Source: an optimization exercise on an open RTL-to-GDS flow (aim: small area, a short achievable clock period and few clock cycles per item). Production flows keep margins and buffers that such runs may drop. In this exercise RTL edits were held to simulation tests only and were not proved equivalent to the original. No activity file was given, so power comes from the tool's default toggle rates.

==> 07-18 <==
==> flow/design.v <==
package exe_pkg;
   localparam logic [7:0] OP_LV      = 8'h10;
   localparam logic [7:0] OP_SV      = 8'h11;
   localparam logic [7:0] OP_MTC1    = 8'h20;
   localparam logic [7:0] OP_MFC1    = 8'h21;
   localparam logic [7:0] OP_MOV_IMM = 8'h30;
   localparam int E_DVAL  = 0;     
   localparam int E_SMEM  = 32;    
   localparam int E_SSV   = 33;    
   localparam int E_SMTC1 = 34;    
   localparam int E_SWEN  = 35;    
   localparam int E_SWVL  = 36;    
   localparam int E_SVREG = 37;    
   localparam int E_SWIDX = 42;    
   localparam int E_SPLIT = 46;    
   localparam int E_NMEM  = 47;    
   localparam int E_NSV   = 48;
   localparam int E_NMTC1 = 49;
   localparam int E_NWEN  = 50;    
   localparam int E_NVREG = 51;    
   localparam int E_NRIDX = 56;    
   localparam int E_SRSEL = 60;    
   localparam int E_W     = 76;
endpackage
`timescale 1ns/1ps
module opcode_fifo (
   input  logic        clk,
   input  logic        reset,
   input  logic        push,
   input  logic [exe_pkg::E_W-1:0] push_data,
   input  logic        step,
   input  logic        skid_full_next,
   input  logic [15:0] written,
   output logic [exe_pkg::E_W-1:0] head,
   output logic        head_valid,
   output logic        full
);
   logic [exe_pkg::E_W-1:0] e0;
   logic v0;
   logic pop, adv;
   logic v0_next, split_next, wait_next;
   assign head       = e0;
   assign head_valid = v0;
   assign pop = step && !e0[exe_pkg::E_SPLIT];
   assign adv = step && e0[exe_pkg::E_SPLIT];
   assign v0_next = push || (v0 && !pop);
   always_comb begin
      if (push) begin
         split_next = push_data[exe_pkg::E_SPLIT];
         wait_next  = push_data[exe_pkg::E_SMEM] || push_data[exe_pkg::E_SMTC1];
      end else if (adv) begin
         split_next = 1'b0;
         wait_next  = e0[exe_pkg::E_NMEM] || e0[exe_pkg::E_NMTC1];
      end else begin
         split_next = e0[exe_pkg::E_SPLIT];
         wait_next  = e0[exe_pkg::E_SMEM] || e0[exe_pkg::E_SMTC1];
      end
   end
   always_ff @(posedge clk or negedge reset) begin
      if (!reset) begin
         v0   <= 1'b0;
         full <= 1'b0;
      end else begin
         v0   <= v0_next;
         full <= v0_next && (split_next || (wait_next && skid_full_next));
      end
   end
   always_ff @(posedge clk) begin
      if (push) begin
         e0 <= push_data;
      end else if (adv) begin
         e0[exe_pkg::E_SMEM]       <= e0[exe_pkg::E_NMEM];
         e0[exe_pkg::E_SSV]        <= e0[exe_pkg::E_NSV];
         e0[exe_pkg::E_SMTC1]      <= e0[exe_pkg::E_NMTC1];
         e0[exe_pkg::E_SWEN]       <= e0[exe_pkg::E_NWEN];
         e0[exe_pkg::E_SWVL]       <= 1'b1;
         e0[exe_pkg::E_SVREG +: 5] <= e0[exe_pkg::E_NVREG +: 5];
         e0[exe_pkg::E_SRSEL +: 16] <= (16'b1 << e0[exe_pkg::E_NRIDX +: 4]) & written;
         e0[exe_pkg::E_SWIDX +: 4] <= e0[exe_pkg::E_NVREG +: 4];
         e0[exe_pkg::E_SPLIT]      <= 1'b0;
      end
   end
endmodule
`timescale 1ns/1ps
module instr_decode (
   input  logic [31:0] w0,
   input  logic [31:0] w1,
   input  logic        pend,
   input  logic [3:0]  pend_dst,
   input  logic [15:0] written,
   output logic [exe_pkg::E_W-1:0] entry,
   output logic        pend_next,
   output logic [3:0]  pend_dst_next
);
   logic [7:0] op0, op1;
   logic lvsv0, mtc1_0, mfc1_0, movi0, rd0;
   logic lvsv1, mtc1_1, mfc1_1, movi1, rd1;
   logic dep_p, dep_n;
   logic split_p, split_n;
   assign op0 = w0[31:24];
   assign op1 = w1[31:24];
   assign lvsv0  = (op0[7:1] == exe_pkg::OP_LV[7:1]);
   assign mtc1_0 = (op0 == exe_pkg::OP_MTC1);
   assign mfc1_0 = (op0 == exe_pkg::OP_MFC1);
   assign movi0  = (op0 == exe_pkg::OP_MOV_IMM);
   assign rd0    = lvsv0 || mtc1_0;
   assign lvsv1  = (op1[7:1] == exe_pkg::OP_LV[7:1]);
   assign mtc1_1 = (op1 == exe_pkg::OP_MTC1);
   assign mfc1_1 = (op1 == exe_pkg::OP_MFC1);
   assign movi1  = (op1 == exe_pkg::OP_MOV_IMM);
   assign rd1    = lvsv1 || mtc1_1;
   assign dep_p = (pend_dst == w1[11:8]);
   assign dep_n = (w0[19:16] == w1[11:8]);
   assign split_p = mfc1_1 || (rd1 && dep_p);
   assign split_n = (rd0 && rd1) || (mfc1_0 && mfc1_1) || (mtc1_0 && (lvsv1 || mfc1_1)) ||
                    (rd1 && mfc1_0 && dep_n);
   assign pend_next     = (pend || !movi0) && movi1;
   assign pend_dst_next = w1[19:16];
   always_comb begin
      entry = '0;
      entry[exe_pkg::E_NMEM]       = lvsv1;
      entry[exe_pkg::E_NSV]        = op1[0];
      entry[exe_pkg::E_NMTC1]      = mtc1_1;
      entry[exe_pkg::E_NWEN]       = mfc1_1;
      entry[exe_pkg::E_NVREG +: 5] = w1[20:16];
      entry[exe_pkg::E_NRIDX +: 4] = w1[11:8];
      if (pend) begin
         entry[exe_pkg::E_DVAL +: 32]  = w0;
         entry[exe_pkg::E_SMEM]        = lvsv1 && !dep_p;
         entry[exe_pkg::E_SSV]         = op1[0];
         entry[exe_pkg::E_SMTC1]       = mtc1_1 && !dep_p;
         entry[exe_pkg::E_SWEN]        = 1'b1;
         entry[exe_pkg::E_SWVL]        = 1'b0;
         entry[exe_pkg::E_SVREG +: 5]  = w1[20:16];
         entry[exe_pkg::E_SRSEL +: 16] = (16'b1 << w1[11:8]) & written;
         entry[exe_pkg::E_SWIDX +: 4]  = pend_dst;
         entry[exe_pkg::E_SPLIT]       = split_p;
      end else if (movi0) begin
         entry[exe_pkg::E_DVAL +: 32]  = w1;
         entry[exe_pkg::E_SMEM]        = 1'b0;
         entry[exe_pkg::E_SSV]         = op1[0];
         entry[exe_pkg::E_SMTC1]       = 1'b0;
         entry[exe_pkg::E_SWEN]        = 1'b1;
         entry[exe_pkg::E_SWVL]        = 1'b0;
         entry[exe_pkg::E_SVREG +: 5]  = w1[20:16];
         entry[exe_pkg::E_SRSEL +: 16] = 16'h0;
         entry[exe_pkg::E_SWIDX +: 4]  = w0[19:16];
         entry[exe_pkg::E_SPLIT]       = 1'b0;
      end else begin
         entry[exe_pkg::E_DVAL +: 32]  = w1;
         entry[exe_pkg::E_SMEM]        = lvsv0 || (lvsv1 && !mtc1_0 && !(mfc1_0 && dep_n));
         entry[exe_pkg::E_SSV]         = lvsv0 ? op0[0] : op1[0];
         entry[exe_pkg::E_SMTC1]       = mtc1_0 || (mtc1_1 && !rd0 && !(mfc1_0 && dep_n));
         entry[exe_pkg::E_SWEN]        = mfc1_0 || (mfc1_1 && !mtc1_0);
         entry[exe_pkg::E_SWVL]        = 1'b1;
         entry[exe_pkg::E_SVREG +: 5]  = lvsv0 ? w0[20:16] : w1[20:16];
         entry[exe_pkg::E_SRSEL +: 16] = (16'b1 << (rd0 ? w0[11:8] : w1[11:8])) & written;
         entry[exe_pkg::E_SWIDX +: 4]  = mfc1_0 ? w0[19:16] : w1[19:16];
         entry[exe_pkg::E_SPLIT]       = split_n;
      end
   end
endmodule
`timescale 1ns/1ps
module scalar_regfile (
   input  logic        clk,
   input  logic        reset,
   input  logic [15:0] rd_sel,
   output logic [31:0] rd_data,
   input  logic        wr_en,
   input  logic [3:0]  wr_idx,
   input  logic [31:0] wr_data,
   input  logic        hd_wen,
   input  logic [3:0]  hd_widx,
   output logic [15:0] written_eff
);
   logic [31:0] regs [16];
   logic [15:0] written;
   always_comb begin
      rd_data = 32'h0;
      for (int i = 0; i < 16; i++) begin
         rd_data = rd_data | (regs[i] & {32{rd_sel[i]}});
      end
   end
   assign written_eff = written | ({15'h0, hd_wen} << hd_widx);
   always_ff @(posedge clk or negedge reset) begin
      if (!reset) begin
         written <= '0;
      end else if (wr_en) begin
         written[wr_idx] <= 1'b1;
      end
   end
   always_ff @(posedge clk) begin
      if (wr_en) begin
         regs[wr_idx] <= wr_data;
      end
   end
endmodule
`timescale 1ns/1ps
module exe_control (
   input  logic        clk,
   input  logic        reset,
   input  logic [exe_pkg::E_W-1:0] head,
   input  logic        head_valid,
   output logic        step,
   output logic        skid_full_next,
   output logic [15:0] rd_sel,
   input  logic [31:0] rd_data,
   output logic        wr_en,
   output logic [3:0]  wr_idx,
   output logic [31:0] wr_data,
   input  logic        ls_busy,
   output logic        ls_req_valid,
   output logic        ls_req_write,
   output logic [4:0]  ls_req_vreg,
   output logic [31:0] ls_req_addr,
   output logic [31:0] ls_req_length
);
   logic [31:0] vec_len;
   logic        s_mem;
   logic        accept;
   logic        new_req;
   logic        out_load;
   logic        skid_load;
   logic        sk_valid;
   logic        sk_write;
   logic [4:0]  sk_vreg;
   logic [31:0] sk_addr;
   assign s_mem   = head[exe_pkg::E_SMEM];
   assign accept  = ls_req_valid && !ls_busy;
   assign step    = head_valid &&
                    (!(s_mem || head[exe_pkg::E_SMTC1]) || !sk_valid || accept);
   assign new_req = step && s_mem;
   assign rd_sel  = head[exe_pkg::E_SRSEL +: 16];
   assign wr_en   = step && head[exe_pkg::E_SWEN];
   assign wr_idx  = head[exe_pkg::E_SWIDX +: 4];
   assign wr_data = head[exe_pkg::E_SWVL] ? vec_len : head[exe_pkg::E_DVAL +: 32];
   assign out_load  = (!ls_req_valid || accept) && (sk_valid || new_req);
   assign skid_load = new_req && ls_req_valid && (sk_valid || !accept);
   assign skid_full_next = (sk_valid && !accept) || skid_load;
   always_ff @(posedge clk or negedge reset) begin
      if (!reset) begin
         vec_len      <= '0;
         ls_req_valid <= 1'b0;
         sk_valid     <= 1'b0;
      end else begin
         if (step && head[exe_pkg::E_SMTC1]) begin
            vec_len <= rd_data;
         end
         ls_req_valid <= (ls_req_valid && !accept) || sk_valid || new_req;
         sk_valid     <= skid_full_next;
      end
   end
   always_ff @(posedge clk) begin
      if (out_load) begin
         if (sk_valid) begin
            ls_req_write  <= sk_write;
            ls_req_vreg   <= sk_vreg;
            ls_req_addr   <= sk_addr;
         end else begin
            ls_req_write  <= head[exe_pkg::E_SSV];
            ls_req_vreg   <= head[exe_pkg::E_SVREG +: 5];
            ls_req_addr   <= rd_data;
         end
         ls_req_length <= vec_len;
      end
      if (skid_load) begin
         sk_write  <= head[exe_pkg::E_SSV];
         sk_vreg   <= head[exe_pkg::E_SVREG +: 5];
         sk_addr   <= rd_data;
      end
   end
endmodule
`timescale 1ns/1ps
module vector_exe_unit (
   input  logic        clk,
   input  logic        reset,
   input  logic        opcode_vld,
   input  logic [31:0] opcode0,
   input  logic [31:0] opcode1,
   input  logic        ls_busy,
   output logic        inst_buff_full,
   output logic        ls_req_valid,
   output logic        ls_req_write,
   output logic [4:0]  ls_req_vreg,
   output logic [31:0] ls_req_addr,
   output logic [31:0] ls_req_length
);
   logic        pend;
   logic [3:0]  pend_dst;
   logic        pend_next;
   logic [3:0]  pend_dst_next;
   logic [exe_pkg::E_W-1:0] entry;
   logic [exe_pkg::E_W-1:0] head;
   logic        head_valid;
   logic        push;
   logic        step;
   logic        skid_full_next;
   logic [15:0] rd_sel;
   logic [31:0] rd_data;
   logic        wr_en;
   logic [3:0]  wr_idx;
   logic [31:0] wr_data;
   logic [15:0] written_eff;
   assign push = opcode_vld && !inst_buff_full;
   always_ff @(posedge clk or negedge reset) begin
      if (!reset) begin
         pend <= 1'b0;
      end else if (push) begin
         pend <= pend_next;
      end
   end
   always_ff @(posedge clk) begin
      if (push) begin
         pend_dst <= pend_dst_next;
      end
   end
   instr_decode decoder (.w0(opcode0), .w1(opcode1), .pend(pend), .pend_dst(pend_dst), .written(written_eff),
      .entry(entry), .pend_next(pend_next), .pend_dst_next(pend_dst_next));
   opcode_fifo buffer (.clk(clk), .reset(reset), .push(push), .push_data(entry),
      .step(step), .skid_full_next(skid_full_next),
      .written(written_eff), .head(head), .head_valid(head_valid), .full(inst_buff_full));
   scalar_regfile sregs (.clk(clk), .reset(reset), .rd_sel(rd_sel), .rd_data(rd_data),
      .wr_en(wr_en), .wr_idx(wr_idx), .wr_data(wr_data),
      .hd_wen(head_valid && head[exe_pkg::E_SWEN]), .hd_widx(head[exe_pkg::E_SWIDX +: 4]),
      .written_eff(written_eff));
   exe_control executor (.clk(clk), .reset(reset), .head(head), .head_valid(head_valid),
      .step(step), .skid_full_next(skid_full_next), .rd_sel(rd_sel), .rd_data(rd_data), .wr_en(wr_en), .wr_idx(wr_idx),
      .wr_data(wr_data), .ls_busy(ls_busy), .ls_req_valid(ls_req_valid),
      .ls_req_write(ls_req_write), .ls_req_vreg(ls_req_vreg), .ls_req_addr(ls_req_addr),
      .ls_req_length(ls_req_length));
endmodule
==> flow/run.sh <==
#!/bin/bash
# synth_recipe.tcl (not shown) runs the flow's synth.tcl, then flattens the netlist and writes it again
# the make line also repeats each setting of config.mk as NAME=value (left out here)
make -C /OpenROAD-flow-scripts/flow DESIGN_CONFIG=/design/flow/config.mk WORK_HOME=/design/flow/orfs CLKGATE_MAP_FILE= SYNTH_SCRIPT=/design/flow/synth_recipe.tcl finish
==> flow/config.mk <==
export PLATFORM = sky130hd
export DESIGN_NAME = vector_exe_unit
export DESIGN_NICKNAME = vector_exe_unit
export VERILOG_FILES = /design/flow/design.v
export SDC_FILE = /design/flow/constraint.sdc
export NUM_CORES = 4
export LEC_CHECK = 0
export CAP_MARGIN = 20
export CORE_MARGIN = 2
export CORE_UTILIZATION = 40
export CTS_CLUSTER_DIAMETER = 80
export CTS_CLUSTER_SIZE = 30
export SETUP_SLACK_MARGIN = 2.0
export SLEW_MARGIN = 20
==> flow/constraint.sdc <==
create_clock -name core_clock -period 4.0 [get_ports {clk}]
set_input_delay 0.8000 -clock core_clock [delete_from_list [all_inputs] [get_ports {clk}]]
set_output_delay 0.8000 -clock core_clock [all_outputs]
set_load 0.01 [all_outputs]
==> 02-07: changes against 07-18 <==
--- a/flow/design.v
+++ b/flow/design.v
@@ -40,3 +40,3 @@
    logic pop, adv;
-   logic v0_next, split_next, wait_next;
+   logic v0_next, split_next, mem_next;
    assign head       = e0;
@@ -49,9 +49,9 @@
          split_next = push_data[exe_pkg::E_SPLIT];
-         wait_next  = push_data[exe_pkg::E_SMEM] || push_data[exe_pkg::E_SMTC1];
+         mem_next   = push_data[exe_pkg::E_SMEM];
       end else if (adv) begin
          split_next = 1'b0;
-         wait_next  = e0[exe_pkg::E_NMEM] || e0[exe_pkg::E_NMTC1];
+         mem_next   = e0[exe_pkg::E_NMEM];
       end else begin
          split_next = e0[exe_pkg::E_SPLIT];
-         wait_next  = e0[exe_pkg::E_SMEM] || e0[exe_pkg::E_SMTC1];
+         mem_next   = e0[exe_pkg::E_SMEM];
       end
@@ -64,3 +64,3 @@
          v0   <= v0_next;
-         full <= v0_next && (split_next || (wait_next && skid_full_next));
+         full <= v0_next && (split_next || (mem_next && skid_full_next));
       end
@@ -227,6 +227,6 @@
    logic [31:0] sk_addr;
+   logic [31:0] sk_length;
    assign s_mem   = head[exe_pkg::E_SMEM];
    assign accept  = ls_req_valid && !ls_busy;
-   assign step    = head_valid &&
-                    (!(s_mem || head[exe_pkg::E_SMTC1]) || !sk_valid || accept);
+   assign step    = head_valid && (!s_mem || !sk_valid || accept);
    assign new_req = step && s_mem;
@@ -258,2 +258,3 @@
             ls_req_addr   <= sk_addr;
+            ls_req_length <= sk_length;
          end else begin
@@ -262,4 +263,4 @@
             ls_req_addr   <= rd_data;
+            ls_req_length <= vec_len;
          end
-         ls_req_length <= vec_len;
       end
@@ -269,2 +270,3 @@
          sk_addr   <= rd_data;
+         sk_length <= vec_len;
       end
CAP_MARGIN = 5   (was 20)
SLEW_MARGIN = 5   (was 20)
==> qor summary <==
	02-07	07-18
Combined area of all synthesized cells	30,000 sq um	28,600 sq um
Multi-input gate share of the layout cell area	20.3%	20.4%
Latest clock arrival within the worst-skew pair	0.61 ns	0.60 ns
Worst reg-to-reg path cell count	8	9
Placement Setup Slack	0.688 ns	0.749 ns
Power of the sequential group	11.9 mW	10.7 mW
Resized Gates After CTS	520	564
Power attributed to combinational cells	7.38 mW	4.71 mW
Reported clock group power	4.38 mW	4.29 mW
Detailed-route wire length per cell	27.6 um	30.1 um
Net count after synthesis	1,883	1,759
Outcome	finished clean	finished clean
Worst Skew	0.0400 ns	0.0369 ns
Period utilisation layout	52.3%	56.3%
Global routing met3 resource utilization	2.16%	3.30%
Area taken by multi-input logic gates	7280 sq um	7370 sq um
Clock-pin slew on the worst setup and hold paths	0.11 ns	0.10 ns
Proportion of synthesized area in mux cells	5.34%	4.52%
Final worst setup slack	1.91 ns	1.75 ns
Testbench counts of 07-18, summed over its fixed seeds: cycles 18,098, items 19,384.
Testbench counts of 02-07, summed over its fixed seeds: cycles 17,684, items 19,384.

-- static timing again, ports no longer ideal --
No port has a modelled driver above. Below, the same layouts with a new extraction and two added sets of constraints. Step 1 (the two cells are an assumption about what drives the block):
set clk [get_ports {clk}]
set_driving_cell -lib_cell sky130_fd_sc_hd__clkbuf_16 $clk
set_driving_cell -lib_cell sky130_fd_sc_hd__buf_2 [delete_from_list [all_inputs] $clk]
Step 2 adds t to the input delays and takes it off the output delays; t is the mean of the earliest and latest rising clock arrival at the registers after step 1. Input paths then give back, and output paths get back, about the clock's delay inside the block. Slacks: no drivers / after step 1 / after step 2; pairs: no drivers / after step 1.
run | shift t [ns] | slack for setup (ns) | slew at the worst register clock pin (ns) | worst slew at a driven data input, ns
07-18 | 0.642 | 1.750 / 1.766 / 1.134 | 0.12 / 0.12 | 0.08
02-07 | 0.653 | 1.906 / 1.893 / 1.281 | 0.11 / 0.11 | 0.08
After both steps every run listed still meets setup and hold. For 02-07, which loses most, drivers alone change the setup slack by -0.013 ns; drivers and shift together by -0.625 ns.
